Context: an optimization exercise on an open-source flow, tuned for small area, a short achievable clock period and few clock cycles per item. The choices shown serve that exercise and are no tape-out recipe.
In this exercise RTL edits were held to simulation tests only and were not proved equivalent to the original.

// fme_halfpel_win
module fme_halfpel_win #(
  parameter int PIX_W = 8,
  parameter int REF_W = 16,
  parameter int REF_H = 16
) (
  input  logic                         clk,
  input  logic                         rst,
  input  logic                         start,
  input  logic [$clog2(REF_W)-1:0]     cx,
  input  logic [$clog2(REF_H)-1:0]     cy,
  output logic                         rd_en,
  output logic [$clog2(REF_W*REF_H)-1:0] rd_addr,
  input  logic [PIX_W-1:0]             rd_data,
  output logic                         busy,
  output logic                         done,
  output logic [9*PIX_W-1:0]           half
);
For scale: ~2,200 cells after synthesis, about 350 flip-flops, ~100 I/O pins, about 19,000 µm² of cells after synthesis.
==> flow/config.mk <==
export PLATFORM = sky130hd
export DESIGN_NAME = fme_halfpel_win
export DESIGN_NICKNAME = fme_halfpel_win
export VERILOG_FILES = /design/flow/design.v
export SDC_FILE = /design/flow/constraint.sdc
export NUM_CORES = 4
export LEC_CHECK = 0
export ABC_AREA = 1
export CAP_MARGIN = 20
export CORE_MARGIN = 2
export CORE_UTILIZATION = 40
export CTS_CLUSTER_DIAMETER = 150
export CTS_CLUSTER_SIZE = 26
export SLEW_MARGIN = 20
==> flow/constraint.sdc <==
create_clock -name core_clock -period 9.5 [get_ports {clk}]
set_input_delay 1.9000 -clock core_clock [delete_from_list [all_inputs] [get_ports {clk}]]
set_output_delay 1.9000 -clock core_clock [all_outputs]
set_load 0.01 [all_outputs]
standard.sh (not shown) runs the stock make flow with config.mk's settings and CLKGATE_MAP_FILE= SYNTH_SCRIPT=/design/flow/synth_recipe.tcl, a recipe that flattens the netlist after the stock synthesis.
==> flow/flow/run.sh <==
#!/bin/bash
set -euo pipefail
MARGIN=6.2
bash standard.sh SETUP_SLACK_MARGIN=$MARGIN "BUFFER_PORTS_ARGS=-buffer_cell sky130_fd_sc_hd__buf_1" finish > orfs_make.log 2>&1
The first run passed the timing, design-rule and antenna checks.
Testbench counts at the start, summed over its fixed seeds: cycles 17,279, items 384.
Change:
==> flow/flow/run.sh (replaced) <==
#!/bin/bash
set -euo pipefail
MARGIN=6.0
bash standard.sh SETUP_SLACK_MARGIN=$MARGIN "BUFFER_PORTS_ARGS=-buffer_cell sky130_fd_sc_hd__buf_2" finish > orfs_make.log 2>&1
The new run finished with timing, DRC and antenna clean.
Wire length went down slightly.
Synthesized area does not change.
Utilization went down by 0.25 points.
Count of clock-buffer cells in the layout does not change.
Global-route usage went down by 0.15 points.
Change:
--- a/flow/flow/run.sh
+++ b/flow/flow/run.sh
@@ -3 +3 @@
-MARGIN=6.0
+MARGIN=6.1
What happened: The new run finished clean. Via count stays flat. Setup slack gains 0.074 ns. Global-route usage barely changes. Routed wire length is about the same. Non-clock buffer count came out higher by 3. Maximum frequency came out higher by 2.3%. Sequential share of layout area came out lower by 0.12 points.
Change:
--- a/flow/flow/run.sh
+++ b/flow/flow/run.sh
@@ -3 +3 @@
-MARGIN=6.1
+MARGIN=6.2
What happened: Setup slack is better by 0.080 ns. Via count is higher by 1.1%. Hold slack degrades by 0.0041 ns. Maximum frequency rose by 2.5%. Design area grows by about 1%.
Change:
--- a/flow/flow/run.sh
+++ b/flow/flow/run.sh
@@ -3 +3 @@
-MARGIN=6.2
+MARGIN=5.85
The new run ran to the end with no violations.
Setup slack is worse by 0.26 ns.
Final cell count decreases slightly.
Die area does not change.
Change:
--- a/flow/flow/run.sh
+++ b/flow/flow/run.sh
@@ -3 +3 @@
-MARGIN=5.85
+MARGIN=6.3
Outcome: Fmax is higher by 9.0%. Register-to-register slack gains 0.28 ns. Count of clock-buffer cells in the layout came out lower by 1. Non-clock buffer count is higher by 31. Critical path depth falls by 1. Setup slack gains 0.28 ns.

========
the reference run:
Another version of the RTL of fme_halfpel_win (not shown whole).
Size: ~350 flip-flops, ~100 I/O pins, about 0.019 sq mm of cells after synthesis.
==> flow/design.v (excerpt) <==
module fme_halfpel_win #(
  parameter int PIX_W = 8,
  parameter int REF_W = 16,
  parameter int REF_H = 16
) (
  input  logic                         clk,
  input  logic                         rst,
  input  logic                         start,
  input  logic [$clog2(REF_W)-1:0]     cx,
  input  logic [$clog2(REF_H)-1:0]     cy,
  output logic                         rd_en,
  output logic [$clog2(REF_W*REF_H)-1:0] rd_addr,
  input  logic [PIX_W-1:0]             rd_data,
  output logic                         busy,
  output logic                         done,
  output logic [9*PIX_W-1:0]           half
);
Settings: LEC_CHECK=0, ABC_AREA=1, CAP_MARGIN=20, CORE_MARGIN=2, CORE_UTILIZATION=40, CTS_CLUSTER_DIAMETER=150, CTS_CLUSTER_SIZE=30, SLEW_MARGIN=20; clock period 9.5 ns.
==> flow/flow/run.sh <==
#!/bin/bash
set -euo pipefail
MARGIN=6.0
bash standard.sh SETUP_SLACK_MARGIN=$MARGIN finish > orfs_make.log 2>&1
Testbench counts of the reference run, summed over its fixed seeds: cycles 17,279, items 384.
Edits applied to the flow inputs when going from the reference run to the trial run:
Settings: an added PLACE_DENSITY of 0.75; a deleted CTS_CLUSTER_DIAMETER that had been 150; a deleted CTS_CLUSTER_SIZE that had been 30; a change of CORE_UTILIZATION from 40 to 65.
--- outcome ---
The trial run: all stages complete, timing, DRC and antenna checks passed
In the reports for the reference run and the trial run, the larger global-route wire length before repair belongs to the reference run.
Sort the reference run and the trial run by number of nets at the end of the flow asc -> top: the reference run
Going from the reference run to the trial run, setup slack grows by 6.5 ps.
The trial run does worse than the reference run on worst hold-check slack.

========
Setup of run 1:
fme_halfpel_win, a different RTL version from the one above (not shown whole).
For scale: about 2100 cells after synthesis, ~350 flip-flops, ~0.018 mm^2 of cells after synthesis.
Settings: LEC_CHECK=0, ABC_AREA=1, CAP_MARGIN=20, CORE_MARGIN=2, CORE_UTILIZATION=40, CTS_CLUSTER_DIAMETER=150, CTS_CLUSTER_SIZE=26, GPL_TIMING_DRIVEN=1, SLEW_MARGIN=20; clock period 9.5 ns.
==> flow/flow/run.sh <==
#!/bin/bash
set -euo pipefail
MARGIN=6.0
bash standard.sh SETUP_SLACK_MARGIN=$MARGIN "BUFFER_PORTS_ARGS=-buffer_cell sky130_fd_sc_hd__buf_2" finish > orfs_make.log 2>&1
No stage failed in run 1, and the final checks on the layout all came back clean.
Testbench counts of run 1, summed over its fixed seeds: cycles 17,279, items 384.
#### Input delta (run 2 over run 1)
# run 1
export LEC_CHECK = 0
export ABC_AREA = 1
export CAP_MARGIN = 20
export CORE_MARGIN = 2
export CORE_UTILIZATION = 40
export CTS_CLUSTER_DIAMETER = 150
export CTS_CLUSTER_SIZE = 26
export GPL_TIMING_DRIVEN = 1
export SLEW_MARGIN = 20
create_clock -name core_clock -period 9.5 [get_ports {clk}]
# run 2
export LEC_CHECK = 0
export CAP_MARGIN = 20
export CORE_MARGIN = 2
export CORE_UTILIZATION = 40
export CTS_CLUSTER_DIAMETER = 150
export CTS_CLUSTER_SIZE = 26
export SLEW_MARGIN = 20
create_clock -name core_clock -period 9.5 [get_ports {clk}]
Summary of run 2 over run 1: area growth from synthesis to layout +1.8 points, multi-input combinational cell count -3.2%, delay of the slowest critical-path stage ~0 delta. From run 1 to run 2 the numbers moved as follows: final count of pins violating max slew did not really move, die boundary width climbed about 1.2%, utilization after layout now larger. Count of cells along the worst hold path: run 1 vs run 2 identical. In the reports for run 2 and run 1, the smaller synthesized cell count belongs to run 2. Wire length on met1 sits lower in run 2 than in run 1. The run with more setup slack is run 1; run 2 has less.
#### Input delta (run 3 over run 2)
# run 2
export LEC_CHECK = 0
export CAP_MARGIN = 20
export CORE_MARGIN = 2
export CORE_UTILIZATION = 40
export CTS_CLUSTER_DIAMETER = 150
export CTS_CLUSTER_SIZE = 26
export SLEW_MARGIN = 20
create_clock -name core_clock -period 9.5 [get_ports {clk}]
# run 3
export LEC_CHECK = 0
export ABC_AREA = 1
export CAP_MARGIN = 20
export CORE_MARGIN = 2
export CORE_UTILIZATION = 40
export CTS_CLUSTER_DIAMETER = 150
export CTS_CLUSTER_SIZE = 26
export SETUP_SLACK_MARGIN = 5
export SLEW_MARGIN = 20
create_clock -name core_clock -period 9.5 [get_ports {clk}]
==> flow/run.sh (new file) <==
#!/bin/bash
# synth_recipe.tcl (not shown) runs the flow's synth.tcl, then flattens the netlist and writes it again
# the make line also repeats each setting of config.mk as NAME=value (left out here)
make -C /OpenROAD-flow-scripts/flow DESIGN_CONFIG=/design/flow/config.mk WORK_HOME=/design/flow/orfs CLKGATE_MAP_FILE= SYNTH_SCRIPT=/design/flow/synth_recipe.tcl finish
removed: flow/flow/run.sh
removed: flow/standard.sh
Findings:
Going from run 2 to run 3, area share of buffers outside the clock network grows by 0.80 points.
Sequential share of layout area (higher): run 3
Run 2 reports its top layer reached by signal wires as met5 while run 3 reports met4.
Changes observed in run 3 relative to run 2: cell count along the critical path picked up an extra 5.

========
Setup of AL:
RTL: one of the versions met above, not the one the previous note started from.
Size: about 350 flip-flops, about 19,000 µm² of cells after synthesis.
clock: 9.5 ns
lec_check: 0
abc_area: 1
cap_margin: 20
core_margin: 2
core_utilization: 40
slew_margin: 20
==> flow/flow/run.sh <==
#!/bin/bash
set -euo pipefail
MARGIN=6.0
bash standard.sh SETUP_SLACK_MARGIN=$MARGIN "BUFFER_PORTS_ARGS=-buffer_cell sky130_fd_sc_hd__buf_2" finish > orfs_make.log 2>&1
AL went all the way through the flow, and no timing, DRC or antenna check failed.
Testbench counts of AL, summed over its fixed seeds: cycles 17,279, items 384.
Input-level comparison between JK and AL:
# AL
export LEC_CHECK = 0
export ABC_AREA = 1
export CAP_MARGIN = 20
export CORE_MARGIN = 2
export CORE_UTILIZATION = 40
export SLEW_MARGIN = 20
create_clock -name core_clock -period 9.5 [get_ports {clk}]
# JK
export LEC_CHECK = 0
export ABC_AREA = 1
export CAP_MARGIN = 20
export CORE_MARGIN = 2
export CORE_UTILIZATION = 40
export CTS_CLUSTER_DIAMETER = 150
export CTS_CLUSTER_SIZE = 30
export SLEW_MARGIN = 20
create_clock -name core_clock -period 9.5 [get_ports {clk}]
- Worst hold-check slack for JK: 0.0065 ns up relative to AL
- Compared with AL, in JK sequential standard cell area flat; final-layout fill cell count up 86; met3 demand-to-capacity share in global routing down 1.4 points.
- Going from AL to JK, wire length went down, clock-pin slew reported for the worst setup and hold paths after clock tree synthesis up 0.06 ns.
- Compared JK vs AL, and final non-filler cell total is down in JK.
- Relative to AL, met2 capacity usage during global routing has gone down in JK.

-- port drivers added, routing unchanged --
The results above use ideal ports. As a check the final layouts listed here were re-extracted and re-timed, cells and wires unchanged.
Step 1 (the two cells are an assumption about what drives the block):
set clk [get_ports {clk}]
set_driving_cell -lib_cell sky130_fd_sc_hd__clkbuf_16 $clk
set_driving_cell -lib_cell sky130_fd_sc_hd__buf_2 [delete_from_list [all_inputs] $clk]
Step 2 also shifts input and output timing later by t, the mid clock arrival at the registers, as if the neighbouring blocks saw the same clock.
Three values: ideal, step 1, step 2; two values: the first two.
run	t (ns)	setup slack, ns	worst setup path after step 2	clock arrival spread, ns
the first run of note 1	0.572	6.316 / 6.263 / 5.803	input to register	0.023 / 0.023
the second run of note 1	0.580	6.172 / 6.172 / 5.663	input to register	0.028 / 0.028
the third run of note 1	0.580	6.246 / 6.246 / 5.761	input to register	0.028 / 0.028
the fourth run of note 1	0.581	6.326 / 6.270 / 5.835	input to register	0.027 / 0.028
the fifth run of note 1	0.583	6.063 / 6.063 / 5.662	input to register	0.028 / 0.027
the sixth run of note 1	0.579	6.347 / 6.347 / 5.891	input to register	0.021 / 0.021
the reference run	0.572	6.058 / 6.007 / 5.623	input to register	0.020 / 0.020
the trial run	0.573	6.065 / 6.014 / 5.538	input to register	0.022 / 0.022
run 1	0.576	6.163 / 6.163 / 5.739	input to register	0.028 / 0.028
run 2	0.578	6.092 / 6.092 / 5.550	input to register	0.026 / 0.026
run 3	0.570	5.360 / 5.360 / 5.235	input to register	0.033 / 0.033
AL	0.610	6.143 / 6.091 / 5.656	input to register	0.021 / 0.022
JK	0.570	6.192 / 6.134 / 5.693	input to register	0.030 / 0.030
After both steps every run listed still meets setup and hold. For run 2, which loses most, drivers alone change the setup slack by 0.000 ns; drivers and shift together by -0.542 ns.
